Context: an optimization exercise on an open-source flow, tuned for small area, a short achievable clock period and few clock cycles per item. The choices shown serve that exercise and are no tape-out recipe. Where RTL was checked, it was by simulation tests only, not by an equivalence proof against the original. Only the layout flow was run in run 1; the RTL was not checked for function there.

==> flow/design.v (outline; a module is shown in full before it is edited, if it fits) <==
// module conv_fa: 10 lines
// module conv_ha: 9 lines
// module conv_stage: 4056 lines
module conv_stage (
  input  logic         clk,
  input  logic         rst,
  input  logic         in_valid,
  output logic         in_ready,
  input  logic [399:0] act,
  input  logic [399:0] kernel,
  output logic         out_valid,
  input  logic         out_ready,
  output logic [14:0]  conv_sum
);
  // ...
==> flow/run.sh <==
#!/bin/bash
# synth_recipe.tcl (not shown) runs the flow's synth.tcl, then flattens the netlist and writes it again
# the make line also repeats each setting of config.mk as NAME=value (left out here)
make -C /OpenROAD-flow-scripts/flow DESIGN_CONFIG=/design/flow/config.mk WORK_HOME=/design/flow/orfs CLKGATE_MAP_FILE= SYNTH_SCRIPT=/design/flow/synth_recipe.tcl finish
==> flow/config.mk <==
export PLATFORM = sky130hd
export DESIGN_NAME = conv_stage
export DESIGN_NICKNAME = conv_stage
export VERILOG_FILES = /design/flow/design.v
export SDC_FILE = /design/flow/constraint.sdc
export NUM_CORES = 4
export LEC_CHECK = 0
export CAP_MARGIN = 20
export CORE_MARGIN = 2
export CORE_UTILIZATION = 40
export SLEW_MARGIN = 20
export SYNTH_HIERARCHICAL = 1
export SYNTH_MINIMUM_KEEP_SIZE = 0
==> flow/constraint.sdc <==
create_clock -name core_clock -period 13.0 [get_ports {clk}]
set_input_delay 2.6000 -clock core_clock [delete_from_list [all_inputs] [get_ports {clk}]]
set_output_delay 2.6000 -clock core_clock [all_outputs]
set_load 0.01 [all_outputs]
==> impl_metrics.json, run 1 <==
{
  "synth_compound_area_share_pct": 0.597,
  "cpPeakStageDelay_ns": 0.66,
  "wl_met3_um": 13300,
  "ys_seq_area_share_pct": 24.3,
  "nFlopsAndLatches": 595,
  "yosys.area_share.adder_pct": 62.0,
  "design_area_mm2": 0.0638,
  "grt_pass1_wl_um": 292000,
  "status": "no timing/DRC/antenna violations",
  "synth_cell_types": 36,
  "yosysMostFrequentCell": "nand2_1",
  "fin_cells": 6579,
  "min_from": "pv[0]$_SDFF_PP0_",
  "busiest_layer": "met2",
  "synth_seq_cells": 595,
  "grt_overflow_total": 0,
  "use_met2_pct": 55.4,
  "use_met1_pct": 42.2,
  "skew_ns": 0.0314,
  "synth_nets": 6401,
  "start_kind": "input pin",
  "cts_tree": "yes",
  "cts_buffer_depth": 3,
  "grt_max_degree": 31,
  "final_common_cell": "nand2_1",
  "fin_nets": 7276,
  "chipHeight_um": 363,
  "syn_to_final_growth_pct": 23.8,
  "critical_path.cell_chain": "clkdlybuf4s50_1, nand2b_1, o21ai_1, mux2i_1, ha_1, inv_1, fa_1, xor2_1, xnor2_1, nor2_1"
}
==> inputs of run 2 (changes only) <==
--- a/flow/design.v
+++ b/flow/design.v
@@ -4047,46 +4047,54 @@
   assign acc = in_valid & in_ready;
   always_ff @(posedge clk) begin
     if (rst) pv <= '0;
     else     pv <= {pv[0:0], acc};
   end
   assign push = pv[1];
   assign pop  = out_valid & out_ready;
   localparam int M = 3;
+  localparam int D = 4;
   logic [14:0]   mem [M];
   logic [2-1:0] wr, rd;
-  logic [3-1:0] mc;         
-  logic          load, from_mem;
-  assign load     = ~out_valid | out_ready;
-  assign from_mem = mc != '0;
+  logic [M-1:0]  mc;         
+  logic          load, avail, take;
+  assign load  = ~out_valid | out_ready;
+  assign avail = mc[0] | push;
+  assign take  = load & avail;
   always_ff @(posedge clk) begin
     if (push) mem[wr] <= res;
   end
   always_ff @(posedge clk) begin
     if (rst) begin
       wr        <= '0;
       rd        <= '0;
       mc        <= '0;
       out_valid <= 1'b0;
     end else begin
       if (push) wr <= (wr == 2'(M-1)) ? '0 : wr + 1'b1;
-      if (load & (from_mem | push)) rd <= (rd == 2'(M-1)) ? '0 : rd + 1'b1;
-      mc <= mc + 3'(push) - 3'(load & (from_mem | push));
-      if (load) out_valid <= from_mem | push;
+      if (take) rd <= (rd == 2'(M-1)) ? '0 : rd + 1'b1;
+      if (push & ~take)      mc <= {mc[1:0], 1'b1};
+      else if (~push & take) mc <= {1'b0, mc[2:1]};
+      if (load) out_valid <= avail;
     end
   end
+  logic [14:0] head_next;
+  assign head_next = mc[0] ? mem[rd] : res;
   always_ff @(posedge clk) begin
-    if (load) conv_sum <= from_mem ? mem[rd] : res;
+    if (load) conv_sum <= head_next;
+  end
+  logic [D-1:0] oc, oc_n;
+  always_comb begin
+    oc_n = oc;
+    if (acc & ~pop)      oc_n = {oc[2:0], 1'b1};
+    else if (~acc & pop) oc_n = {1'b0, oc[3:1]};
   end
-  localparam int D = 4;
-  logic [3-1:0] oc, oc_n;
-  assign oc_n = oc + 3'(acc) - 3'(pop);
   always_ff @(posedge clk) begin
     if (rst) begin
       oc       <= '0;
       in_ready <= 1'b1;
     end else begin
       oc       <= oc_n;
-      in_ready <= (oc_n < 3'(D));
+      in_ready <= ~oc_n[D-1];
     end
   end
 endmodule
==> flow/flow/run.sh (new file) <==
#!/bin/bash
# Own layout flow: the standard synthesis and ORFS steps, with the port
# buffers made from the smallest buffer (buf_1) instead of the delay buffer
# that buffer_ports picks by default. Each step's full output goes to a log
# file of its own in this folder.
set -euo pipefail
ARGS=("BUFFER_PORTS_ARGS=-buffer_cell sky130_fd_sc_hd__buf_1")
if [[ -f flow/extra.mk.args ]]; then
  while IFS= read -r line; do [[ -n "$line" ]] && ARGS+=("$line"); done < flow/extra.mk.args
fi
bash standard.sh synth > synth.log 2>&1
for step in floorplan place cts route finish; do
  bash standard.sh "${ARGS[@]}" $step > $step.log 2>&1
done
test -f out/final.def
==> flow/standard.sh (new file) <==
#!/bin/bash
# synth_recipe.tcl (not shown) runs the flow's synth.tcl, then flattens the netlist and writes it again
# the make line also repeats each setting of config.mk as NAME=value (left out here)
make -C /OpenROAD-flow-scripts/flow DESIGN_CONFIG=/design/flow/config.mk WORK_HOME=/design/flow/orfs CLKGATE_MAP_FILE= SYNTH_SCRIPT=/design/flow/synth_recipe.tcl "${@:-finish}"
removed: flow/run.sh
==> impl_metrics.json, run 2 <==
{
  "status": "no timing/DRC/antenna violations",
  "place_ws_ns": 8.08,
  "layout_common_cells": "nand2_1 (1,625), fa_1 (1,578), buf_1 (820), dfxtp_1 (536), clkbuf_16 (71)",
  "crit_buf_inv": 0,
  "die_w_um": 363,
  "hold_violations": 0,
  "reg2regPathDepth": 7,
  "synth_edf_count": 60,
  "synth_simple_gate_area_share_pct": 12.3,
  "initial_utilization_pct": 40.4,
  "antenna_found_initial": 16,
  "grt_pass1_wl_um": 292000,
  "fmax_mhz": 229,
  "synth_top_family_by_area": "adder cells",
  "fin_ws_ns": 8.63,
  "cts_buffer_depth": 3,
  "ant_nets": 0,
  "dp_hpwl_um": 192000,
  "n_fill_cell": 11800,
  "cts_max_level": 3,
  "drv_slew": 0,
  "synth_compound_area_share_pct": 0.752,
  "start_kind": "flop",
  "clkTransAtPathRegs_ns": 0.06,
  "design_area_mm2": 0.0590,
  "holdBufCountCts": 0,
  "place_inst": 6471,
  "reg_top3": "mem (45), conv_sum (15), oc (4)",
  "setup-tns-final_ns": 0,
  "setup_viol": 0,
  "synth.avg_cell_area_um2": 12.9,
  "rows": 131,
  "synthTopCellsByCount": "nand2_1 (1,625), fa_1 (1,578), dfxtp_1 (536)",
  "ys_seq_area_share_pct": 24.3,
  "skew_ns": 0.0292,
  "core_mm2": 0.128,
  "cts_made_buffers": 67,
  "grt_use_total_pct": 32.4,
  "clock_latency_ns": 0.63,
  "path_max_fanout": 1,
  "slowest_stage": "fa_1",
  "syn_to_final_growth_pct": 14.5,
  "largest_register_ffs": 45,
  "post-route-period-util_pct": 33.6,
  "dpl_cell_area_mm2": 0.0567,
  "cp.arrival_ns": 4.86,
  "slew-limit-headroom_pct": 27.6,
  "grt_pass1_vias": 39700,
  "rsz0062_at_grt": "false",
  "viasPerCell": 5.27,
  "crit_top_cell": "fa_1",
  "portBuffers": 820,
  "cts_tree": "yes",
  "die-area_mm2": 0.132,
  "cts_sinks": 596,
  "yosys.area_share.adder_pct": 61.9,
  "criticalPathCategory": "reg2reg",
  "holdWs_ns": 0.445,
  "yosysMostFrequentCell": "nand2_1",
  "cp.required_ns": 13.49,
  "fin_nets": 7285,
  "syn_inst": 3998,
  "critical_path.cell_chain": "fa_1, fa_1, fa_1, fa_1, fa_1, fa_1, fa_1",
  "yosysTopAreaCell": "fa_1",
  "final_common_cell": "nand2_1",
  "cp_num_cells": 7,
  "grt_overflow_total": 0,
  "cpPeakStageDelay_ns": 0.78,
  "cts_setup_buffers": 0,
  "ys.flop_type": "dfxtp_1",
  "io_pins": 821,
  "min_period_ns": 4.37,
  "vias": 34800,
  "synth_area_leaders": "fa_1 (61%), dfxtp_1 (21%), nand2_1 (12%), edfxtp_1 (3.5%), ha_1 (0.61%)",
  "yosys-mux-area-fraction_pct": 0.333,
  "grt_max_degree": 35,
  "synth_seq_cells": 596,
  "firstDrtPassIters": 8,
  "wire_per_inst_um": 31.6,
  "critPathTopFamily": "adder cells",
  "min_path_cells": 1,
  "max-cap-violations": 0,
  "chipHeight_um": 363,
  "synth-async-reset-ratio_pct": 0,
  "worst_slew_pin_slew_ns": 1.09,
  "cts_resized": 0,
  "gp_congestion": 1.00,
  "top_register": "mem",
  "cp-end-kind": "flop",
  "wl_um": 209000,
  "drt-initial-drc-count": 3281,
  "synth-xor-area-share_pct": 0.0850,
  "hp-class": "reg2reg",
  "drc": 0,
  "synth_top_area_share_pct": 61.3,
  "yosysWarningCount": 7,
  "cts-root-buf": "clkbuf_16",
  "syn-cell-area_mm2": 0.0515,
  "synth_nets": 6405,
  "synth_cell_types": 38,
  "layout-drive-gt1-share_pct": 2.47,
  "fin_cells": 6606
}
## run 2: cell types whose count changed in the layout (fill, tap and decap cells not counted), sizes merged, moves of 5 or more
| cell | delta |
|---|---|
| clkdlybuf4s50 | -820 |
| buf | +817 |
| clkbuf | +12 |
| diode | +8 |
| a21oi | +7 |
| nor2 | +7 |
| o211ai | +6 |
| nor2b | -5 |
## run 2: final cells by class
cell class,instances,area (um2),area share (%)
flip-flops and latches,596,12500,21.2
clock inverters,36,403,0.682
multi-input cells,3364,38900,65.9
diodes,12,30.0,0.0509
well taps,1662,2080,3.52
repair buffers,821,3090,5.23
inverters,28,105,0.178
clock buffers,87,1920,3.25
## run 2: metal layers
metal | vias up | part of all wire (%) | GRT usage [%] | wire length [um]
met4 | 10 | 4.5 | 12.3 | 9410
li1 | 14000 | - | - | -
met1 | 18800 | 38 | 40.2 | 78800
met5 | - | 0.030 | 0 | 62
met2 | 1613 | 51 | 56.5 | 107000
met3 | 405 | 6.5 | 5.77 | 13500
## run 2: worst register-to-register path, stage by stage (launching register included)
cell and delay [ns]:
dfxtp_1 0.37, fa_1 0.78, fa_1 0.51, fa_1 0.66, fa_1 0.48, fa_1 0.41
fa_1 0.61, fa_1 0.44
## run 2: cells by family after synthesis
family,Yosys count
simple gates,1675
fa+ha+maj,1603
flops,596
compound gates,64
buf+inv,38
mux,17
xor+xnor,5
## run 2: modules after synthesis, one instance, submodules excluded
module	cells inside	cell area (um2)
conv_stage	2413	19900
conv_fa	1	20.0
conv_ha	1	12.5
## run 2: stage by stage
stage	utilization, %
global placement	44.4
global route	46.2
floorplan	-
finish	46.2
detailed placement	44.4
CTS	46.2
## run 2: final timing paths
check | from | endpoint | slack (ns)
hold reg to reg | pv[0]$_SDFF_PP0_ | pv[1]$_SDFF_PP0_ | 0.44
setup / recovery | n3214_q$_DFF_P_ | n4493_q$_DFF_P_ | 8.63
setup reg to reg | n3214_q$_DFF_P_ | n4493_q$_DFF_P_ | 8.63
hold / removal | pv[0]$_SDFF_PP0_ | pv[1]$_SDFF_PP0_ | 0.44
Testbench counts of run 2, summed over its fixed seeds: cycles 4,120, items 4,096.
==> inputs of run 3 (changes only) <==
==> flow/flow/extra.mk.args (new file) <==
SETUP_SLACK_MARGIN=9.2
==> impl_metrics.json, run 3 <==
{
  "status": "no timing/DRC/antenna violations",
  "top_register": "mem",
  "crit_buf_inv": 0,
  "initial_utilization_pct": 40.4,
  "r2r_setup_slack_ns": 8.92,
  "min_period_ns": 4.08,
  "path_max_fanout": 1,
  "slowest_stage": "fa_2",
  "wire_per_inst_um": 32.5,
  "firstDrtPassIters": 5,
  "holdWs_ns": 0.466,
  "cts_buffer_depth": 3,
  "io_pins": 821,
  "place_inst": 6472,
  "cts_max_level": 3,
  "grt_pass1_wl_um": 298000,
  "syn_inst": 3998,
  "r2r-end": "n4493_q$_DFF_P_",
  "synth.avg_cell_area_um2": 12.9,
  "cp_num_cells": 7,
  "drv_slew": 0,
  "die_w_um": 363,
  "syn-cell-area_mm2": 0.0515,
  "clock_latency_ns": 0.63,
  "critical_path.cell_chain": "fa_2, fa_2, fa_2, fa_2, fa_2, fa_2, fa_1",
  "layout-drive-gt1-share_pct": 70.1,
  "drt-initial-drc-count": 2740,
  "slew-limit-headroom_pct": 31.8,
  "chipHeight_um": 363,
  "cts_made_buffers": 67,
  "synth_area_leaders": "fa_1 (61%), dfxtp_1 (21%), nand2_1 (12%), edfxtp_1 (3.5%), ha_1 (0.61%)",
  "synth_compound_area_share_pct": 0.752,
  "rsz0062_at_grt": "true",
  "use_met1_pct": 41.3,
  "final_common_cell": "fa_2",
  "min_from": "pv[0]$_SDFF_PP0_",
  "critPathTopFamily": "adder cells",
  "grt_pass1_vias": 41100,
  "synth_simple_gate_area_share_pct": 12.3,
  "min_to": "pv[1]$_SDFF_PP0_",
  "synth_cell_types": 38,
  "min_path_cells": 1,
  "reg_top3": "mem (45), conv_sum (15), oc (4)",
  "post-route-period-util_pct": 31.4,
  "syn_to_final_growth_pct": 47.2,
  "busiest_layer": "met2",
  "use_met2_pct": 57.2,
  "setup-tns-final_ns": 0,
  "layout_common_cells": "fa_2 (1,224), nand2_2 (735), nand2_1 (462), dfxtp_1 (390), buf_6 (379)",
  "n_fill_cell": 9652,
  "yosysWarningCount": 7,
  "gp_congestion": 1.02,
  "viasPerCell": 5.34,
  "synthTopCellsByCount": "nand2_1 (1,625), fa_1 (1,578), dfxtp_1 (536)",
  "antenna_found_initial": 10,
  "cts-root-buf": "clkbuf_16",
  "grt_overflow_total": 0,
  "ys.flop_type": "dfxtp_1",
  "grt_max_degree": 36,
  "synth-async-reset-ratio_pct": 0,
  "start_kind": "flop",
  "cpPeakStageDelay_ns": 0.67,
  "grt_use_met3_pct": 4.65,
  "setup_viol": 0,
  "synth_edf_count": 60,
  "drc": 0,
  "yosys-mux-area-fraction_pct": 0.333,
  "cp.arrival_ns": 4.59,
  "r2r-start": "n3513_q$_DFF_P_",
  "rows": 131,
  "cts_sinks": 596,
  "synth_top_area_share_pct": 61.3,
  "fin_nets": 7291,
  "synth-xor-area-share_pct": 0.0850,
  "cts_tree": "yes",
  "yosysTopAreaCell": "fa_1",
  "cp-end-kind": "flop",
  "hp-class": "reg2reg",
  "wl_um": 214000,
  "holdBufCountCts": 0,
  "ys_seq_area_share_pct": 24.3,
  "die-area_mm2": 0.132,
  "hold_violations": 0,
  "criticalPathCategory": "reg2reg",
  "dpl_cell_area_mm2": 0.0630,
  "largest_register_ffs": 45,
  "fin_cells": 6599,
  "yosysMostFrequentCell": "nand2_1",
  "portBuffers": 820,
  "reg2regPathDepth": 7,
  "dp_hpwl_um": 191000,
  "cp.required_ns": 13.50,
  "synth_seq_cells": 596,
  "grt_use_total_pct": 32.9,
  "skew_ns": 0.0374,
  "synth_top_family_by_area": "adder cells",
  "crit_top_cell": "fa_2",
  "design_area_mm2": 0.0759,
  "fmax_mhz": 245,
  "vias": 35200,
  "core_mm2": 0.128,
  "yosys.area_share.adder_pct": 61.9,
  "max-cap-violations": 0,
  "clkTransAtPathRegs_ns": 0.06,
  "ant_nets": 0,
  "synth_nets": 6405,
  "worst_slew_pin_slew_ns": 1.02
}
## run 3: cell types whose count changed in the layout (fill, tap and decap cells not counted), moves of 144 or more
cell     before   now
nand2_2       0   735
nand2_8       0   149
nand2_1    1625   462
buf_1       820    21
nand2_4       0   279
buf_12        0   144
fa_2          0  1224
dfxtp_1     536   390
buf_6         0   379
fa_1       1578   354
## run 3: per-stage QoR
stage                     setup WS, ns  utilization (%)
after global routing              8.90             59.4
after global placement            7.94             49.3
after floorplan                   8.75                -
final                             8.92             59.4
after detailed placement          7.94             49.3
after CTS                         8.93             57.0
## run 3: worst max path at each step
stage,startpoint,endpoint,slack (ns)
floorplan,act[56],n1691_q$_DFF_P_,8.75
global placement,kernel[184],n1919_q$_DFF_P_,7.94
detailed placement,kernel[184],n1919_q$_DFF_P_,7.94
CTS,n3511_q$_DFF_P_,n4493_q$_DFF_P_,8.93
global route,n3513_q$_DFF_P_,n4493_q$_DFF_P_,8.90
finish,n3513_q$_DFF_P_,n4493_q$_DFF_P_,8.92
## run 3: final cells by class
| type | count | area [um2] | share of cell area [%] |
|---|---|---|---|
| inverter | 28 | 105 | 0.138 |
| clock buffer | 90 | 1900 | 2.50 |
| antenna | 4 | 10.0 | 0.0132 |
| timing repair buffer | 827 | 10400 | 13.7 |
| sequential | 596 | 12800 | 16.8 |
| multi-input combinational | 3364 | 48300 | 63.7 |
| tap | 1662 | 2080 | 2.74 |
| clock inverter | 28 | 312 | 0.411 |
## run 3: worst reg2reg max path: cells and delay by family (launching register included)
family / cells / cell delay [ns]
adder cells (fa/ha/maj): 7 / 3.62
flip-flops: 1 / 0.34
## run 3: logic make-up (layout without fill, tap and decap cells)
group                      count (synthesis)  count (layout)
AOI/OAI and AO/OA                         64              64
xor gates and xnor gates                   5               5
adders and majority gates               1603            1603
buffers and inverters                     38             973
DFF                                      596             596
muxes                                     17              17
other                                      0               4
and+or+nand+nor                         1675            1675
## run 3: per-layer routing
metal,part of all wire [%],vias up
li1,-,14100
met1,38,19100
met2,51,1537
met3,5.5,512
met4,5.7,2
met5,0.0061,-
## run 3: timing repair
item | 4_1_cts | 5_1_grt
pin swaps | 610 | 579
gates resized for setup | 3020 | 891
buffers inserted | 2 | 3
endpoints found under the setup margin | 493 | 132
## run 3: per-module statistics from Yosys, one instance, submodules excluded
module,flip-flops and latches,cells inside
conv_fa,0,1
conv_stage,596,2413
conv_ha,0,1
==> inputs of run 4 (changes only) <==
--- a/flow/config.mk
+++ b/flow/config.mk
@@ -8,5 +8,6 @@
 export CAP_MARGIN = 20
 export CORE_MARGIN = 2
-export CORE_UTILIZATION = 40
+export CORE_UTILIZATION = 55
+export CTS_BUF_LIST = sky130_fd_sc_hd__clkbuf_4 sky130_fd_sc_hd__clkbuf_8
 export SLEW_MARGIN = 20
 export SYNTH_HIERARCHICAL = 1
removed: flow/flow/extra.mk.args
==> impl_metrics.json, run 4 <==
{
  "status": "no timing/DRC/antenna violations",
  "cp.arrival_ns": 4.80,
  "vias": 35300,
  "grt_pass1_vias": 38700,
  "cts-root-buf": "clkbuf_8",
  "grt_overflow_total": 0,
  "yosysWarningCount": 7,
  "cpPeakStageDelay_ns": 0.61,
  "cts_setup_buffers": 0,
  "rows": 112,
  "cts_tree": "yes",
  "fin_util_pct": 62.7,
  "place_inst": 6065,
  "final_common_cell": "nand2_1",
  "wire_per_inst_um": 30.2,
  "cts_made_buffers": 95,
  "portBuffers": 820,
  "reg2regPathDepth": 7,
  "max-cap-violations": 0,
  "syn_to_final_growth_pct": 13.2,
  "place_ws_ns": 8.15,
  "synth_top_area_share_pct": 61.3,
  "critical_path.cell_chain": "fa_1, fa_1, fa_1, fa_1, fa_1, fa_1, fa_1",
  "dpl_cell_area_mm2": 0.0562,
  "fmax_mhz": 236,
  "post-route-period-util_pct": 32.6,
  "synth_edf_count": 60,
  "syn-cell-area_mm2": 0.0515,
  "yosysTopAreaCell": "fa_1",
  "dp_hpwl_um": 172000,
  "core_mm2": 0.0930,
  "design_area_mm2": 0.0584,
  "min_from": "pv[0]$_SDFF_PP0_",
  "grt_use_total_pct": 40.9,
  "crit_buf_inv": 0,
  "hp-class": "reg2reg",
  "critPathTopFamily": "adder cells",
  "holdBufCountCts": 0,
  "grt_max_degree": 35,
  "cp_num_cells": 7,
  "cts_resized": 0,
  "cp-startpoint": "n2745_q$_DFF_P_",
  "syn_inst": 3998,
  "top_register": "mem",
  "min_period_ns": 4.23,
  "cts_max_level": 3,
  "wl_um": 189000,
  "slew-limit-headroom_pct": 26.4,
  "reg_top3": "mem (45), conv_sum (15), oc (4)",
  "drv_slew": 0,
  "setup_viol": 0,
  "synth_seq_cells": 596,
  "synth_cell_types": 38,
  "synthTopCellsByCount": "nand2_1 (1,625), fa_1 (1,578), dfxtp_1 (536)",
  "chipHeight_um": 310,
  "start_kind": "flop",
  "grt_pass1_wl_um": 268000,
  "cts_sinks": 596,
  "gp_congestion": 1.03,
  "clock_latency_ns": 0.72,
  "slowest_stage": "fa_1",
  "firstDrtPassIters": 8,
  "antenna_found_initial": 12,
  "hold_violations": 0,
  "cp.required_ns": 13.57,
  "viasPerCell": 5.65,
  "clkTransAtPathRegs_ns": 0.06,
  "synth_area_leaders": "fa_1 (61%), dfxtp_1 (21%), nand2_1 (12%), edfxtp_1 (3.5%), ha_1 (0.61%)",
  "min_path_cells": 1,
  "drc": 0,
  "fin_cells": 6244,
  "ys_seq_area_share_pct": 24.3,
  "layout_common_cells": "nand2_1 (1,625), fa_1 (1,578), buf_1 (820), dfxtp_1 (536), clkbuf_8 (121)",
  "fin_nets": 7315,
  "ant_nets": 0,
  "yosysMostFrequentCell": "nand2_1",
  "layout-drive-gt1-share_pct": 3.67,
  "rsz0062_at_grt": "false",
  "seq_area_mm2": 0.0125,
  "crit_top_cell": "fa_1",
  "synth_nets": 6405,
  "n_fill_cell": 7607,
  "drt-initial-drc-count": 3943,
  "holdWs_ns": 0.436,
  "multi_input_area_mm2": 0.0389,
  "io_pins": 821,
  "initial_utilization_pct": 55.4,
  "cts_buffer_depth": 3,
  "die-area_mm2": 0.0962,
  "worst_slew_pin_slew_ns": 1.10,
  "cp-end-kind": "flop",
  "die_w_um": 310,
  "setup-tns-final_ns": 0,
  "ys.flop_type": "dfxtp_1",
  "fin_ws_ns": 8.77,
  "synth.avg_cell_area_um2": 12.9,
  "largest_register_ffs": 45,
  "synth-async-reset-ratio_pct": 0,
  "path_max_fanout": 1,
  "r2r-start": "n2745_q$_DFF_P_",
  "skew_ns": 0.0346,
  "criticalPathCategory": "reg2reg"
}
==> run 4: cell counts after synthesis <==
Identical to the previous run, type by type.
==> run 4: per-layer routing <==
| layer | GRT usage [%] | up-vias | share of wire (%) |
|---|---|---|---|
| li1 | - | 14100 | - |
| met1 | 57.1 | 18800 | 39 |
| met2 | 66.2 | 2113 | 49 |
| met3 | 7.25 | 299 | 8.7 |
| met4 | 13.3 | 4 | 3.8 |
| met5 | 0 | - | 0.012 |
==> run 4: final timing paths <==
path                      endpoint  slack, ns
setup / recovery   n4493_q$_DFF_P_       8.77
hold / removal    pv[1]$_SDFF_PP0_       0.44
setup reg to reg   n4493_q$_DFF_P_       8.77
hold reg to reg   pv[1]$_SDFF_PP0_       0.44
==> run 4: layout make-up <==
class / instances / area share (%)
multi-input combinational: 3364 / 66.6
sequential: 596 / 21.5
timing repair buffer: 823 / 5.31
clock buffer: 145 / 3.16
tap: 1254 / 2.69
clock inverter: 26 / 0.510
inverter: 28 / 0.180
antenna: 8 / 0.0343
==> run 4: cells by family (layout without fill, tap and decap cells) <==
group	Yosys count	count (layout)	synth area share (%)
mux	17	17	0.333
xor+xnor	5	5	0.0850
compound gates	64	64	0.752
other cells	0	8	0
simple gates	1675	1675	12.3
buf+inv	38	1022	0.282
flops	596	596	24.3
fa+ha+maj	1603	1603	61.9
==> run 4: per-module statistics from Yosys (local to each module, per instance) <==
module | times used | cells inside | area, um2
conv_ha | 8 | 1 | 12.5
conv_fa | 1577 | 1 | 20.0
conv_stage | 1 | 2413 | 19900
==> inputs of run 5 (changes only) <==
--- a/flow/config.mk
+++ b/flow/config.mk
@@ -9,5 +9,4 @@
 export CORE_MARGIN = 2
 export CORE_UTILIZATION = 55
-export CTS_BUF_LIST = sky130_fd_sc_hd__clkbuf_4 sky130_fd_sc_hd__clkbuf_8
 export SLEW_MARGIN = 20
 export SYNTH_HIERARCHICAL = 1
==> impl_metrics.json, run 5 <==
{
  "status": "no timing/DRC/antenna violations",
  "min_to": "pv[1]$_SDFF_PP0_",
  "syn_inst": 3998,
  "synth_top_area_share_pct": 61.3,
  "grt_pass1_vias": 38400,
  "clkTransAtPathRegs_ns": 0.06,
  "synth-async-reset-ratio_pct": 0,
  "cts_made_buffers": 67,
  "cts_setup_buffers": 0,
  "r2r_setup_slack_ns": 8.76,
  "viasPerCell": 5.66,
  "portBuffers": 820,
  "slowest_stage": "fa_1",
  "rsz0062_at_grt": "false",
  "setup_viol": 0,
  "cts_tree": "yes",
  "synth.avg_cell_area_um2": 12.9,
  "reg_top3": "mem (45), conv_sum (15), oc (4)",
  "yosysTopAreaCell": "fa_1",
  "clock_latency_ns": 0.62,
  "hp-class": "reg2reg",
  "wl_um": 189000,
  "cp.arrival_ns": 4.73,
  "cts_resized": 0,
  "largest_register_ffs": 45,
  "grt_pass1_wl_um": 268000,
  "hold_violations": 0,
  "grt_max_degree": 35,
  "cts_max_level": 3,
  "yosysWarningCount": 7,
  "start_kind": "flop",
  "antenna_found_initial": 9,
  "core_mm2": 0.0930,
  "skew_ns": 0.0213,
  "synth_seq_cells": 596,
  "cts_sinks": 596,
  "place_inst": 6065,
  "die-area_mm2": 0.0962,
  "holdWs_ns": 0.434,
  "rows": 112,
  "vias": 35100,
  "ys_seq_area_share_pct": 24.3,
  "r2r-start": "n2745_q$_DFF_P_",
  "critPathTopFamily": "adder cells",
  "cpPeakStageDelay_ns": 0.62,
  "min_path_cells": 1,
  "post-route-period-util_pct": 32.7,
  "grt_use_total_pct": 40.9,
  "syn-cell-area_mm2": 0.0515,
  "synth_edf_count": 60,
  "layout-drive-gt1-share_pct": 2.47,
  "synth_area_leaders": "fa_1 (61%), dfxtp_1 (21%), nand2_1 (12%), edfxtp_1 (3.5%), ha_1 (0.61%)",
  "setup-tns-final_ns": 0,
  "synth_cell_types": 38,
  "firstDrtPassIters": 7,
  "crit_top_cell": "fa_1",
  "fin_nets": 7287,
  "drt-initial-drc-count": 3977,
  "final_common_cell": "nand2_1",
  "ys.flop_type": "dfxtp_1",
  "criticalPathCategory": "reg2reg",
  "synth_nets": 6405,
  "drv_slew": 0,
  "syn_to_final_growth_pct": 13.4,
  "layout_common_cells": "nand2_1 (1,625), fa_1 (1,578), buf_1 (820), dfxtp_1 (536), clkbuf_16 (68)",
  "fin_util_pct": 62.8,
  "cp-end-kind": "flop",
  "crit_buf_inv": 0,
  "yosysMostFrequentCell": "nand2_1",
  "cts_buffer_depth": 3,
  "r2r-end": "n4493_q$_DFF_P_",
  "dp_hpwl_um": 172000,
  "cts-root-buf": "clkbuf_16",
  "die_w_um": 310,
  "gp_congestion": 1.03,
  "max-cap-violations": 0,
  "initial_utilization_pct": 55.4,
  "chipHeight_um": 310,
  "fmax_mhz": 236,
  "io_pins": 821,
  "wire_per_inst_um": 30.5,
  "fin_cells": 6192,
  "path_max_fanout": 1,
  "reg2regPathDepth": 7,
  "min_from": "pv[0]$_SDFF_PP0_",
  "holdBufCountCts": 0,
  "top_register": "mem",
  "synthTopCellsByCount": "nand2_1 (1,625), fa_1 (1,578), dfxtp_1 (536)",
  "cp.required_ns": 13.48,
  "ant_nets": 0,
  "min_period_ns": 4.24,
  "grt_overflow_total": 0,
  "critical_path.cell_chain": "fa_1, fa_1, fa_1, fa_1, fa_1, fa_1, fa_1",
  "slew-limit-headroom_pct": 23.3,
  "worst_slew_pin_slew_ns": 1.15,
  "drc": 0
}
==> run 5: worst max-delay path by stage <==
| stage | from | to | slack [ns] | depth (start not counted) |
|---|---|---|---|---|
| final | n2745_q$_DFF_P_ | n4493_q$_DFF_P_ | 8.76 | 7 |
| after global routing | n3767_q$_DFF_P_ | n4717_q$_DFF_P_ | 8.72 | 7 |
| after CTS | n2745_q$_DFF_P_ | n4493_q$_DFF_P_ | 8.76 | 7 |
| after detailed placement | act[351] | n3789_q$_DFF_P_ | 8.15 | 5 |
| after global placement | act[351] | n3789_q$_DFF_P_ | 8.13 | 5 |
| after floorplan | act[8] | n1691_q$_DFF_P_ | 8.74 | 4 |
==> run 5: through the flow <==
step                area (um2)  worst slack [ns]
global route             58400              8.72
CTS                      58400              8.76
global placement         56200              8.13
finish                   58400              8.76
floorplan                51500              8.74
detailed placement       56200              8.15
==> run 5: layout make-up <==
class | count | area, um2
flip-flops and latches | 596 | 12500
inverters | 28 | 105
fillers | 7576 | 34600
clock inverters | 35 | 392
repair buffers | 823 | 3100
diodes | 7 | 17.5
well taps | 1254 | 1570
clock buffers | 85 | 1850
multi-input cells | 3364 | 38900
==> run 5: kinds of logic after synthesis <==
| kind of cell | after synthesis | share of synthesized area [%] |
|---|---|---|
| buf+inv | 38 | 0.282 |
| mux | 17 | 0.333 |
| xor+xnor | 5 | 0.0850 |
| compound gates | 64 | 0.752 |
| simple gates | 1675 | 12.3 |
| fa+ha+maj | 1603 | 61.9 |
| flops | 596 | 24.3 |
==> run 5: modules after synthesis (local to each module, per instance) <==
module	flip-flops and latches	cells	cell area (um2)
conv_stage	596	2413	19900
conv_fa	0	1	20.0
conv_ha	0	1	12.5
==> run 5: layer usage <==
metal	up-vias	wire length [um]	GRT usage, %	part of all wire [%]
met1	18600	73300	57.6	39
met5	-	27	0	0.014
met3	325	16200	6.44	8.6
met4	4	8110	14.8	4.3
met2	2114	90900	65.4	48
li1	14000	-	-	-
==> run 5: worst register-to-register path, delay by kind of cell, from the launching register on <==
kind                       cells  cell delay [ns]
DFF                            1             0.38
adders and majority gates      7             3.74

## static timing again, ports no longer ideal
The flow's constraints put no driver on any port. The routed layouts listed below were extracted and timed again, unchanged, in two steps.
Step 1: set_driving_cell puts a clkbuf_16 on clk and a buf_2 on each other input, an assumption about the parent block.
Step 2 moves the port delays by t, midway between the first and last clock arrival at a register: inputs arrive t later, outputs are due t later. That takes back most of the time a late clock gives input paths.
Three values: ideal, step 1, step 2; two values: the first two.
| run | t, ns | setup slack, ns | worst setup path at the end | latest minus earliest clock arrival (ns) |
|---|---|---|---|---|
| run 1 | 0.691 | 8.179 / 8.215 / 7.524 | input to register | 0.033 / 0.033 |
| run 2 | 0.686 | 8.626 / 8.626 / 7.968 | input to register | 0.035 / 0.035 |
| run 3 | 0.681 | 8.916 / 8.916 / 8.397 | input to register | 0.038 / 0.038 |
| run 4 | 0.765 | 8.766 / 8.766 / 8.103 | input to register | 0.036 / 0.036 |
| run 5 | 0.680 | 8.755 / 8.755 / 8.135 | input to register | 0.024 / 0.024 |
After both steps setup and hold are still met in every run listed. The setup slack of run 4, which loses most, moves by 0.000 ns with the drivers and by -0.663 ns with both steps.
